What follows belongs to an exercise in optimizing a design on an open flow for small area, a short achievable clock period and few clock cycles; a production flow would make more cautious choices.
Where RTL was checked, it was by simulation tests only, not by an equivalence proof against the original.

==> flow/design.v (excerpt) <==
module decaying_counter #(
	parameter int TIME_WIDTH = 48,
	parameter int FRAC_BITS  = 16
) (
	input  logic                           clk,
	input  logic                           arst_n,
	input  logic                           cfg_valid,
	output logic                           cfg_ready,
	input  logic [dcnt_pkg::CFG_IDX_W-1:0] cfg_index,
	input  logic [dcnt_pkg::VAL_W-1:0]     cfg_data,
	input  logic                           req_valid,
	output logic                           req_stall,
	input  logic [dcnt_pkg::CMD_W-1:0]     req_cmd,
	input  logic [dcnt_pkg::VAL_W-1:0]     req_amount,
	input  logic [dcnt_pkg::VAL_W-1:0]     req_now_ms,
	output logic                           rsp_valid,
	input  logic                           rsp_stall,
	output logic                           rsp_status,
	output logic [dcnt_pkg::VAL_W-1:0]     rsp_result_value
);
Size: about 5200 cells after synthesis, about 510 flip-flops, ~0.048 sq mm of cells after synthesis.
clock: 10.0 ns
lec_check: 0
cap_margin: 20
core_margin: 2
core_utilization: 40
setup_slack_margin: 4
slew_margin: 20
run.sh (not shown) runs the stock make flow with config.mk's settings and CLKGATE_MAP_FILE= SYNTH_SCRIPT=/design/flow/synth_recipe.tcl, a recipe that flattens the netlist after the stock synthesis.
Testbench counts at the start, summed over its fixed seeds: cycles 7,641.
==> next run, changes <==
--- a/flow/design.v
+++ b/flow/design.v
@@ -216,13 +216,13 @@
 	logic [49:0] ms_q;
 	logic [5:0]  sc_q;
 	logic [2:0]  wc_q;
 	logic        r1_v_q, r1_st_q, r2_v_q, r2_st_q;
 	logic [1:0]  r1_k_q;
 	logic [47:0] r2_val_q;
-	logic        go, r1_mv, fin, need, eqb, ms_sat;
+	logic        go, r1_mv, fin, need, ready0, ready1, readylt, eqb, ms_sat;
 	logic        ge0, c1, c2, dz0, dz1, dz, vz, qb, skip8, lt8;
 	logic [49:0] x1, y1, x2, y2, z1, z2;
 	logic [50:0] xd, yd, zd;
 	logic [48:0] bx, dl;
 	logic [49:0] d0;
 	logic [47:0] dval;
@@ -249,13 +249,13 @@
 	end
 	assign z1  = x1 - ~{y1[48:0], 1'b1};
 	assign z2  = x2 - ~{y2[48:0], 1'b1};
 	assign c1  = !z1[49];
 	assign c2  = !z2[49];
 	assign ge0 = (now_q >= bnd_q);
-	assign dz0 = ({!raw_q[47], raw_q[47], raw_q} <= {!ms_q[49], ms_q[48:0]});
+	assign dz0 = ($signed({raw_q[47], raw_q[47], raw_q}) <= $signed(ms_q));
 	always_comb begin
 		da = {{3{raw_q[47]}}, raw_q};
 		db = ~{ms_q[49], ms_q};
 		dc = ~{rate_x[49], rate_x};
 		xd = da ^ db ^ dc;
 		yd = (da & db) | (da & dc) | (db & dc);
@@ -305,15 +305,17 @@
 			ms_s8 = {ms_q[41:0], 8'd0};
 	end
 	assign ms_sat = ms_q[48] && (ms_q[47:0] == 48'd0);
 	always_comb begin
 		eqb     = (bnd_q == born_q);
 		need    = exists_q && (cmd_q != 2'd3) && !ubad;
-		dz      = (c1 && !bk_q) ? dz1 : dz0;
-		fin     = full_q && go && !slow_q && !pbusy
-		          && (!need || (cval_q && (ge0 ? (bk_q || !c2) : eqb)));
+		ready0  = cval_q && ge0 && (bk_q || !c1);
+		ready1  = cval_q && !bk_q && c1 && !c2;
+		readylt = cval_q && !ge0 && eqb;
+		dz      = ready1 ? dz1 : dz0;
+		fin     = full_q && go && !slow_q && !pbusy && (!need || ready0 || ready1 || readylt);
 	end
 	assign req_stall        = full_q && !fin;
 	assign rsp_valid        = r2_v_q;
 	assign rsp_status       = r2_st_q;
 	assign rsp_result_value = r2_val_q;
 	always_ff @(posedge clk or negedge arst_n) begin
@@ -432,13 +434,13 @@
 						cval_q   <= 1'b1;
 						r1_k_q   <= K_RAW;
 					end else begin
 						r1_st_q <= 1'b1;
 					end
 				end else begin
-					if (!ubad && c1 && !bk_q) begin
+					if (!ubad && ready1) begin
 						bnd_q <= bx[47:0];
 						ms_q  <= ms_w;
 					end
 					case (cmd_q)
 						CMD_INC: begin
 							raw_q  <= v_inc;
Synthesized area decreases by 2.0%.
Worst hold slack improves by 0.0034 ns.
Routed wire length hardly moves.
Die area came out lower by 2.0%.
Setup slack loses 0.44 ns.
Sequential cell count stays the same.
Only the layout flow was run in the second run of this note; the RTL was not checked for function there.

* * *

decaying_counter, a different RTL version from the one above (not shown whole).
Size in the first run: ~5000 cells after synthesis, about 510 flip-flops, about 0.047 mm^2 of cells after synthesis.
==> flow/config.mk <==
export PLATFORM = sky130hd
export DESIGN_NAME = decaying_counter
export DESIGN_NICKNAME = decaying_counter
export VERILOG_FILES = /design/flow/design.v
export SDC_FILE = /design/flow/constraint.sdc
export NUM_CORES = 4
export LEC_CHECK = 0
export CAP_MARGIN = 20
export CORE_MARGIN = 2
export CORE_UTILIZATION = 40
export SETUP_SLACK_MARGIN = 4
export SLEW_MARGIN = 20
==> flow/constraint.sdc <==
create_clock -name core_clock -period 10.0 [get_ports {clk}]
set_input_delay 2.0000 -clock core_clock [delete_from_list [all_inputs] [get_ports {clk}]]
set_output_delay 2.0000 -clock core_clock [all_outputs]
set_load 0.01 [all_outputs]
Testbench counts at the start, summed over its fixed seeds: cycles 7,609.
Change:
--- a/flow/design.v
+++ b/flow/design.v
@@ -202,25 +202,25 @@
 	input  logic        rsp_stall,
 	output logic        rsp_status,
 	output logic [47:0] rsp_result_value
 );
 	localparam logic [1:0] K_ZERO = 2'd0;
 	localparam logic [1:0] K_RAW  = 2'd1;
 	localparam logic [1:0] K_DEC  = 2'd2;
 	localparam logic [49:0] MS_MAX = 50'h1_0000_0000_0000;
 	localparam logic [49:0] MS_MIN = 50'h3_0000_0000_0000;
 	logic        full_q;
 	logic [1:0]  cmd_q;
 	logic [47:0] amt_q, now_q;
-	logic        exists_q, cval_q, slow_q, sload_q, bk_q, qb_q;
+	logic        exists_q, cval_q, slow_q, sload_q, bk_q, qb_q, send_q;
 	logic [47:0] raw_q, born_q, bnd_q, sh_q;
 	logic [49:0] ms_q;
 	logic [5:0]  sc_q;
 	logic [2:0]  wc_q;
 	logic        r1_v_q, r1_st_q, r2_v_q, r2_st_q;
 	logic [1:0]  r1_k_q;
 	logic [47:0] r2_val_q;
 	logic        go, r1_mv, fin, need, eqb, ms_sat;
 	logic        ge0, c1, c2, dz0, dz1, dz, vz, qb, skip8, lt8;
 	logic [49:0] x1, y1, x2, y2, z1, z2;
 	logic [50:0] xd, yd, zd;
 	logic [48:0] bx, dl;
@@ -354,57 +354,64 @@
 			r2_st_q  <= r1_st_q;
 			r2_val_q <= (r1_k_q == K_RAW) ? raw_q : ((r1_k_q == K_DEC) ? dval : 48'd0);
 		end
 	end
 	always_ff @(posedge clk or negedge arst_n) begin
 		if (!arst_n) begin
 			exists_q <= 1'b0;
 			cval_q   <= 1'b0;
 			slow_q   <= 1'b0;
 			sload_q  <= 1'b0;
 			bk_q     <= 1'b0;
 			qb_q     <= 1'b0;
+			send_q   <= 1'b0;
 			raw_q    <= '0;
 			born_q   <= '0;
 			bnd_q    <= '0;
 			sh_q     <= '0;
 			ms_q     <= '0;
 			sc_q     <= '0;
 			wc_q     <= '0;
 			r1_st_q  <= 1'b0;
 			r1_k_q   <= K_ZERO;
 		end else begin
 			if (cfg_wr) begin
 				cval_q <= 1'b0;
 				slow_q <= 1'b0;
 				bk_q   <= 1'b0;
 			end else if (go && slow_q) begin
 				if (sload_q) begin
 					sload_q <= 1'b0;
 					ms_q    <= '0;
 					qb_q    <= 1'b0;
+					send_q  <= 1'b0;
 					if (dl[48]) begin
 						cval_q <= 1'b1;
 						slow_q <= 1'b0;
 					end else begin
 						sh_q  <= dl[47:0];
 						bnd_q <= '0;
 						sc_q  <= 6'd48;
 					end
 				end else if (sc_q == 6'd0) begin
-					ms_q   <= ms_w;
-					qb_q   <= 1'b0;
-					bnd_q  <= dl[47:0];
-					cval_q <= 1'b1;
-					slow_q <= 1'b0;
+					if (send_q) begin
+						bnd_q  <= dl[47:0];
+						cval_q <= 1'b1;
+						slow_q <= 1'b0;
+						send_q <= 1'b0;
+					end else begin
+						ms_q   <= ms_w;
+						qb_q   <= 1'b0;
+						send_q <= 1'b1;
+					end
 				end else if (skip8 && !qb_q) begin
 					bnd_q <= {16'd0, bnd_q[23:0], sh_q[47:40]};
 					sh_q  <= {sh_q[39:0], 8'd0};
 					ms_q  <= ms_s8;
 					sc_q  <= sc_q - 6'd8;
 				end else begin
 					bnd_q <= qb ? {16'd0, dsub[31:0]} : {15'd0, bnd_q[31:0], sh_q[47]};
 					sh_q  <= {sh_q[46:0], 1'b0};
 					ms_q  <= ms_w;
 					qb_q  <= qb;
 					sc_q  <= sc_q - 6'd1;
 				end
Effect:
- via count rose by 3.7%
- maximum frequency drops by 4.4%
- global-route usage rises by 2.2 points
- clock skew came out higher by 0.0099 ns
- synthesized cell count grows by 2.0%
- clock-buffer cell count fell by 2
Testbench counts after the change, summed over its fixed seeds: cycles 7,641.

* * *

## nickel
decaying_counter, a different RTL version from the one above (not shown whole).
Size: roughly 510 flip-flops, ~46,000 sq um of cells after synthesis.
// decaying_counter
module decaying_counter #(
	parameter int TIME_WIDTH = 48,
	parameter int FRAC_BITS  = 16
) (
	input  logic                           clk,
	input  logic                           arst_n,
	input  logic                           cfg_valid,
	output logic                           cfg_ready,
	input  logic [dcnt_pkg::CFG_IDX_W-1:0] cfg_index,
	input  logic [dcnt_pkg::VAL_W-1:0]     cfg_data,
	input  logic                           req_valid,
	output logic                           req_stall,
	input  logic [dcnt_pkg::CMD_W-1:0]     req_cmd,
	input  logic [dcnt_pkg::VAL_W-1:0]     req_amount,
	input  logic [dcnt_pkg::VAL_W-1:0]     req_now_ms,
	output logic                           rsp_valid,
	input  logic                           rsp_stall,
	output logic                           rsp_status,
	output logic [dcnt_pkg::VAL_W-1:0]     rsp_result_value
);
	logic        cfg_wr, ubad, pbusy;
	logic [47:0] rate;
	logic [31:0] per;
	dcnt_cfg u_cfg (
		.clk       (clk),
		.arst_n    (arst_n),
		.cfg_valid (cfg_valid),
		.cfg_ready (cfg_ready),
		.cfg_index (cfg_index),
		.cfg_data  (cfg_data),
		.cfg_wr    (cfg_wr),
		.rate      (rate),
		.ubad      (ubad),
  ...
make LEC_CHECK=0 CAP_MARGIN=20 CORE_MARGIN=2 CORE_UTILIZATION=40 SETUP_SLACK_MARGIN=4 SLEW_MARGIN=20 finish   # period 10.0 ns
No stage failed in nickel, and the final checks on the layout all came back clean.
Input changes introduced in fjord (baseline for comparison: nickel):
diff --git a/flow/design.v b/flow/design.v
--- a/flow/design.v
+++ b/flow/design.v
@@ -245,50 +245,46 @@
 		x1  = ca ^ cb ^ cp1;
 		y1  = (ca & cb) | (ca & cp1) | (cb & cp1);
 		x2  = ca ^ cb ^ cp2;
 		y2  = (ca & cb) | (ca & cp2) | (cb & cp2);
 	end
 	assign z1  = x1 - ~{y1[48:0], 1'b1};
 	assign z2  = x2 - ~{y2[48:0], 1'b1};
 	assign c1  = !z1[49];
 	assign c2  = !z2[49];
 	assign ge0 = (now_q >= bnd_q);
+	assign dz0 = ($signed({raw_q[47], raw_q[47], raw_q}) <= $signed(ms_q));
 	always_comb begin
 		da = {{3{raw_q[47]}}, raw_q};
 		db = ~{ms_q[49], ms_q};
 		dc = ~{rate_x[49], rate_x};
 		xd = da ^ db ^ dc;
 		yd = (da & db) | (da & dc) | (db & dc);
 	end
 	assign zd  = xd + {yd[49:0], 1'b1};
 	assign dz1 = zd[50];
 	dcnt_alu #(.W(49)) u_bx (
-		.a  (slow_q ? {16'd0, bnd_q[31:0], sh_q[47]} : {1'b0, bnd_q}),
-		.b  ((bk_q || slow_q) ? ~{17'd0, per} : {17'd0, per}),
-		.ci (bk_q || slow_q),
+		.a  ({1'b0, bnd_q}),
+		.b  (bk_q ? ~{17'd0, per} : {17'd0, per}),
+		.ci (bk_q),
 		.s  (bx)
 	);
 	dcnt_alu #(.W(49)) u_dl (.a({1'b0, now_q}), .b(~{1'b0, bnd_q}), .ci(1'b1), .s(dl));
 	dcnt_alu #(.W(50)) u_d0 (.a({{2{raw_q[47]}}, raw_q}), .b(~ms_q), .ci(1'b1), .s(d0));
 	assign dval = d0[49] ? 48'd0 : ((|d0[48:47]) ? VAL_MAX : d0[47:0]);
-	assign dz0  = d0[49] || (d0 == 50'd0);
-	dcnt_alu #(.W(49)) u_ad (
-		.a  ({raw_q[47], raw_q}),
-		.b  ({amt_q[47], amt_q} ^ {49{cmd_q == CMD_DEC}}),
-		.ci (cmd_q == CMD_DEC),
-		.s  (ad)
-	);
+	assign ad    = {raw_q[47], raw_q} + ({amt_q[47], amt_q} ^ {49{cmd_q == CMD_DEC}})
+	               + {48'd0, cmd_q == CMD_DEC};
 	assign v_inc = (ad[48] != ad[47]) ? (ad[48] ? VAL_MIN : VAL_MAX) : ad[47:0];
 	assign v_dec = ad[48] ? 48'd0 : (ad[47] ? VAL_MAX : ad[47:0]);
 	assign vz    = (v_dec == 48'd0);
-	assign dsub = bx[32:0];
-	assign qb   = !bx[48];
+	dcnt_alu #(.W(33)) u_dsub (.a({bnd_q[31:0], sh_q[47]}), .b(~{1'b0, per}), .ci(1'b1), .s(dsub));
+	assign qb = !dsub[32];
 	dcnt_cmp #(.W(32)) u_lt8 (.a({bnd_q[23:0], sh_q[47:40]}), .b(per), .ge(lt8));
 	assign skip8 = (sc_q >= 6'd8) && (bnd_q[31:24] == 8'd0) && !lt8;
 	always_comb begin
 		if (slow_q) begin
 			wa = {ms_q, 1'b0};
 			wb = qb_q ? {rate_x[49], rate_x} : 51'd0;
 		end else begin
 			wa = {ms_q[49], ms_q};
 			wb = {rate_x[49], rate_x} ^ {51{bk_q}};
 		end
==> run summary <==
Summary of fjord over nickel: initial standard-cell utilization of the core about even, final-layout worst hold slack rose 0.012 ns, maximum level of the CTS H-tree rose 1, worst setup slack rose 0.14 ns, quantity of gates resized following cts fell 36%.
Diff fjord and nickel: routed wire length higher in fjord
~same total track usage in fjord and nickel
End point of the critical path = req_stall: fjord; end point of the critical path = u_core.raw_q[0]$_DFFE_PN0P_: nickel
Maximum achievable frequency for fjord is higher than for nickel.
No functional check of the RTL was part of any run of this note.

port drivers added, routing unchanged:
How much do the figures lean on ideal ports? The routed layouts below were timed once more, with nothing changed but the port constraints.
Step 1, drivers: a clkbuf_16 drives clk and a buf_2 each remaining input, both assumed.
Step 2, shift: input delay + t, output delay - t, t = (earliest + latest rising clock arrival at the registers) / 2. This alone moves slack from input paths to output paths.
Three values: no drivers, after step 1, after step 2; two values: the first two.
run | t, ns | setup WS [ns] | cell pins on the clock port's net
the first run of note 1 | 0.722 | 4.045 / 3.967 / 4.054 | 1
the second run of note 1 | 0.716 | 3.610 / 3.534 / 3.850 | 1
the first run of note 2 | 0.715 | 4.062 / 4.012 / 3.661 | 1
the second run of note 2 | 0.721 | 3.788 / 3.711 / 3.471 | 1
nickel | 0.770 | 3.724 / 3.724 / 3.724 | 1
fjord | 0.733 | 3.866 / 3.800 / 3.402 | 1
After both steps every run listed still meets setup and hold. For fjord, which loses most, drivers alone change the setup slack by -0.066 ns; drivers and shift together by -0.464 ns.
